This is an optimization exercise on Yosys and OpenROAD, whose aim is small area and a short achievable clock period, not a production implementation.
Function was not checked in any run shown here: the RTL went through the layout flow alone.
Power and IR drop assume default switching activity.

## flow/design.v (module list and top-level ports; edited modules follow where they fit)
// module fft_test_core: 2322 lines
module fft_test_core #(
  localparam int IW = 12,
  localparam int OW = 19,
  localparam int AW = 43
) (
  input  logic                 aclk,
  input  logic                 aresetn,
  input  logic [IW-1:0]        input_data_ch1,
  output logic signed [OW-1:0] fft_real,
  output logic signed [OW-1:0] fft_imag,
  output logic [AW-1:0]        amp,
  output logic                 fft_out_valid
);
  // ...
==> flow/run.sh <==
#!/bin/bash
# synth_recipe.tcl (not shown) runs the flow's synth.tcl, then flattens the netlist and writes it again
# the make line also repeats each setting of config.mk as NAME=value (left out here)
make -C /OpenROAD-flow-scripts/flow DESIGN_CONFIG=/design/flow/config.mk WORK_HOME=/design/flow/orfs CLKGATE_MAP_FILE= SYNTH_SCRIPT=/design/flow/synth_recipe.tcl finish
==> flow/config.mk <==
export PLATFORM = sky130hd
export DESIGN_NAME = fft_test_core
export DESIGN_NICKNAME = fft_test_core
export VERILOG_FILES = /design/flow/design.v
export SDC_FILE = /design/flow/constraint.sdc
export NUM_CORES = 8
export LEC_CHECK = 0
export CAP_MARGIN = 20
export CORE_MARGIN = 2
export CORE_UTILIZATION = 25
export SETUP_SLACK_MARGIN = 0.3
export SLEW_MARGIN = 20
==> flow/constraint.sdc <==
create_clock -name core_clock -period 16.0 [get_ports {aclk}]
set_input_delay 3.2000 -clock core_clock [delete_from_list [all_inputs] [get_ports {aclk}]]
set_output_delay 3.2000 -clock core_clock [all_outputs]
set_load 0.01 [all_outputs]
==> results.py, run 1 <==
metrics = {
    "setup_path": {
        "worstSetupPathType": "flip-flop to flip-flop",
        "critPathBufInv": 5,
        "critPathCaptureType": "flip-flop",
    },
    "outcome": {
        "status": "finished clean",
    },
    "yosys": {
        "ys_top_cells_by_area": "dfxtp_1, fa_1, nand2_1, ha_1, a21oi_1",
        "synth_top_cell_by_area": "dfxtp_1",
        "muxShareOfSynthArea": 0.0461,
        "synth_common_cells": "dfxtp_1, nand2_1, nor2_1, inv_1, a21oi_1",
        "ys_seq_area_frac": 0.432,
        "synthAdderAreaFrac": 0.164,
    },
    "die": {
        "tapCellCount": 6198,
        "die_width_um": 690,
        "initial_core_util": 0.251,
        "core_mm2": 0.468,
    },
    "grt": {
        "top_usage_layer": "met2",
        "grt_max_degree": 103,
        "grt_pass1_vias": 82726,
    },
    "sta": {
        "max_slew_margin": 0.151,
        "fmax_mhz": 108,
        "setup_violations": 0,
        "holdWs_ns": 0.260,
        "fin_skew_ns": 0.107,
        "slew_viol_final": 0,
    },
    "clocking": {
        "htreeDepth": 5,
        "cts_tree": "built",
        "cts_root_buffer": "clkbuf_16",
    },
    "power_and_ir_drop": {
        "peakVddDrop_uv": 98.9,
        "p_comb_mw": 0.409,
        "seq_power_mw": 6.39,
        "clkPwrFrac": 0.492,
    },
    "final_layout": {
        "final_area_mm2": 0.134,
        "clkbuf_count": 364,
        "layout.area.seq_mm2": 0.0508,
        "buffers": 293,
        "final-clk-cell-share": 0.0708,
    },
    "routing": {
        "first_pass_iters": 7,
        "dr.first_iter.drc_count": 9353,
    },
    "placed_design": {
        "postPlaceCellArea_mm2": 0.124,
        "dp_slack_ns": 6.85,
    },
    "hold_path": {
        "min_to": "r1[345]$_DFF_P_",
        "min_from": "r1[379]$_DFF_P_",
    },
}
==> run 2, diff against run 1 <==
--- a/flow/config.mk
+++ b/flow/config.mk
@@ -5,8 +5,9 @@
 export SDC_FILE = /design/flow/constraint.sdc
 export NUM_CORES = 8
 export LEC_CHECK = 0
+export ABC_AREA = 1
 export CAP_MARGIN = 20
 export CORE_MARGIN = 2
-export CORE_UTILIZATION = 25
+export CORE_UTILIZATION = 45
 export SETUP_SLACK_MARGIN = 0.3
 export SLEW_MARGIN = 20
==> run 2 against run 1 <==
Global-route usage grew 19 points. Worst setup slack gained 1.4 ns. Non-clock buffer count shrank 39. Wire length grew 9.2%. Cell count shrank 21%. Combinational power shrank 13%.
==> results.py, run 2 <==
metrics = {
    "clocking": {
        "clkLatencyLatePin_ns": 0.94,
        "htreeDepth": 4,
        "clockBufferDepth": 3,
        "cts_made_buffers": 240,
        "cts_root_buffer": "clkbuf_16",
        "cts-resized-gates": 0,
        "clock_sinks": 2516,
        "ctsHoldBuffers": 0,
        "cts_setup_buffers": 0,
        "cts_tree": "built",
        "cts.reportedPaths.clkPinSlew_ns": 0.07,
    },
    "yosys": {
        "ys_seq_area_frac": 0.476,
        "synthAdderAreaFrac": 0.166,
        "async_flop_share": 0.0326,
        "syn-cell-area_mm2": 0.107,
        "muxShareOfSynthArea": 0.000634,
        "synth_warnings": 1,
        "ys_top_cells_by_area": "dfxtp_1, fa_1, nand2_1, xor2_1, inv_1",
        "synth_edf_count": 0,
        "synth_common_cells": "dfxtp_1, nand2_1, inv_1, o21ai_0, xor2_1",
        "synth_flop_cell": "dfxtp_1",
        "synth_top_area_frac": 0.457,
        "synth_top_family_by_area": "adder cells",
        "syn_inst": 11246,
        "synth_compound_area_frac": 0.128,
        "synth_xor_area_frac": 0.0596,
        "synth.distinct_cells": 71,
        "synth.most_common_cell": "dfxtp_1",
        "synth_top_cell_by_area": "dfxtp_1",
        "avgSynthCellArea_um2": 9.48,
        "synth-simple-area-share": 0.101,
        "ys_seq_elements": 2516,
    },
    "placed_design": {
        "gp_congestion": 1.02,
        "place_hpwl_um": 338000,
        "io_buffers": 88,
    },
    "power_and_ir_drop": {
        "seqPwrFrac": 0.497,
        "internal-power_mw": 9.95,
        "p_per_area_mw_per_mm2": 108,
        "peakVddDrop_uv": 142,
        "clkPwrFrac": 0.475,
        "combPwrFrac": 0.028,
        "switchingPower_mw": 2.92,
        "p_leak_nw": 52.5,
        "total_power_mw": 12.9,
        "p_sw_frac": 0.227,
    },
    "sta": {
        "fin_crit_sh": 0.491,
        "setup-tns-final_ns": 0,
        "hold_viol": 0,
        "worst-slew-pin-transition_ns": 1.28,
        "fin_skew_ns": 0.126,
        "holdWs_ns": 0.231,
        "max_slew_margin": 0.142,
        "setup_violations": 0,
        "fmax_mhz": 127,
        "slew_viol_final": 0,
        "min_period_ns": 7.85,
        "rsz0062_at_grt": "false",
    },
    "run": {
        "drv_cap": 0,
    },
    "setup_path": {
        "path_max_fanout": 69,
        "worstSetupStartpointType": "flip-flop",
        "cpPeakStageDelay_ns": 0.62,
        "slowest_stage": "fa_1",
        "required_ns": 16.81,
        "worstSetupPathType": "flip-flop to flip-flop",
        "crit_arrival_ns": 8.66,
        "crit_top_cell": "nand2_1",
        "critPathCaptureType": "flip-flop",
    },
    "final_layout": {
        "reg_top3": "r0 x1088, r1 x1088",
        "layout.area.seq_mm2": 0.0508,
        "final_nets": 12289,
        "mostFrequentLayoutCells": "dfxtp_1, nand2_1, inv_1, o21ai_0, xor2_1",
        "n_fill_cell": 21815,
        "multi_input_area_mm2": 0.0487,
        "drive_gt1_frac": 0.0656,
        "syn2layout_area_growth_pct": 12.2,
        "final_common_cell": "dfxtp_1",
    },
    "die": {
        "core_mm2": 0.235,
        "die-area_mm2": 0.241,
        "die_height_um": 491,
        "die_width_um": 491,
        "ios": 96,
        "rows": 178,
        "initial_core_util": 0.453,
    },
    "routing": {
        "drcViolationCount": 0,
        "first_pass_iters": 6,
        "routedWlPerCell_um": 29.7,
        "dr.first_iter.drc_count": 8646,
        "ant_nets": 0,
        "dr_total_vias": 80685,
        "viasPerCell": 5.52,
        "wirelength_um": 435000,
    },
    "grt": {
        "grt_max_degree": 78,
        "overflow": 0,
        "grt_pass1_vias": 79181,
        "antenna_found_initial": 34,
        "grt_usage": 0.356,
        "grt_pass1_wl_um": 606000,
    },
    "outcome": {
        "status": "finished clean",
    },
    "hold_path": {
        "min_path_type": "flip-flop to flip-flop",
    },
}
-- run 2: cell types whose count changed after synthesis, moves of 162 or more --
cell,change
inv_1,+460
clkbuf_1,-357
o22ai_1,+301
xor2_1,+532
xnor2_1,-175
nor2_1,-264
mux2_2,-334
a211oi_1,-162
a21oi_1,-239
-- run 2: cells by family (layout without fill, tap and decap cells) --
kind of cell,after synthesis,count (layout)
flip-flops,2516,2516
AO/OA/AOI/OAI,2418,2418
multiplexers,6,6
XOR/XNOR,726,726
other,1,23
adder cells (fa/ha/maj),1023,1023
AND/OR/NAND/NOR,2667,2667
buffers and inverters,1889,2097
-- run 2: power groups by stage --
stage          Combinational (mW)  Clock (mW)  Sequential [mW]
6_report                    0.355        6.11             6.40
5_1_grt                     0.384        6.44             6.40
2_1_floorplan               0.216           0             6.51
3_5_place_dp                0.344           0             6.54
4_1_cts                     0.347        6.19             6.40
3_3_place_gp                0.343           0             6.54
-- run 2: final timing paths --
kind | endpoint | cells past startpoint | slack (ns) | startpoint
max in group asynchronous | fft_imag[4]$_DFF_PN0_ | 2 | 12.55 | aresetn
max reg2reg | r1[203]$_DFF_P_ | 31 | 8.15 | tau[1]$_DFF_PN0_
min | r0[478]$_DFF_P_ | 0 | 0.23 | r0[512]$_DFF_P_
min reg2reg | r0[478]$_DFF_P_ | 0 | 0.23 | r0[512]$_DFF_P_
min in group asynchronous | fft_real[11]$_DFF_PN0_ | 1 | 2.31 | aresetn
max | r1[203]$_DFF_P_ | 31 | 8.15 | tau[1]$_DFF_PN0_
-- run 2: cell type report --
cell class | instances | share of cell area
Clock buffer | 320 | 0.0567
Timing Repair Buffer | 254 | 0.0179
Sequential cell | 2516 | 0.425
Multi-Input combinational cell | 6847 | 0.408
Clock inverter | 130 | 0.0160
Tap cell | 3150 | 0.0330
Inverter | 1393 | 0.0438
Antenna cell | 16 | 0.000335
-- run 2: metal layers --
metal  track usage  vias up  share of wire
met5             0        -       0.000062
met4         0.212        6          0.071
met3        0.0636      854          0.075
met2         0.535     3598           0.43
met1         0.479    39940           0.42
li1              -    36287              -
-- run 2: stage by stage --
| stage | cells | area [µm²] | worst slack (ns) | utilization |
|---|---|---|---|---|
| 6_report | 14626 | 120000 | 8.15 | 0.508 |
| 5_1_grt | 14616 | 120000 | 7.79 | 0.508 |
| 4_1_cts | 14609 | 119000 | 8.24 | 0.508 |
| 3_5_place_dp | 14159 | 111000 | 8.22 | 0.471 |
| 3_3_place_gp | 14158 | 111000 | 8.10 | 0.471 |
| 2_1_floorplan | 11252 | 107000 | 9.85 | - |
-- run 2: critical path: cells and delay by family (launching register included) --
| kind | cells | cell delay, ns |
|---|---|---|
| compound gates | 7 | 1.88 |
| simple gates | 14 | 2.20 |
| buf+inv | 7 | 1.89 |
| fa+ha+maj | 2 | 1.03 |
| xor+xnor | 1 | 0.24 |
| flops | 1 | 0.38 |

==> port drivers added, routing unchanged <==
Ports are ideal in the flow. The routed layouts listed here were re-timed in OpenROAD.
Step 1, drivers: a clkbuf_16 drives aclk and a buf_2 each remaining input, both assumed.
Step 2, shift: input delay + t, output delay - t, t = (earliest + latest rising clock arrival at the registers) / 2. This alone moves slack from input paths to output paths.
Three values: ideal, step 1, step 2; two values: the first two.
run	shift t [ns]	setup WS [ns]	latest minus earliest clock arrival (ns)
run 1	0.984	6.731 / 6.731 / 6.731	0.114 / 0.114
run 2	0.983	8.148 / 8.148 / 8.148	0.130 / 0.130
After both steps setup and hold are still met in every run listed.
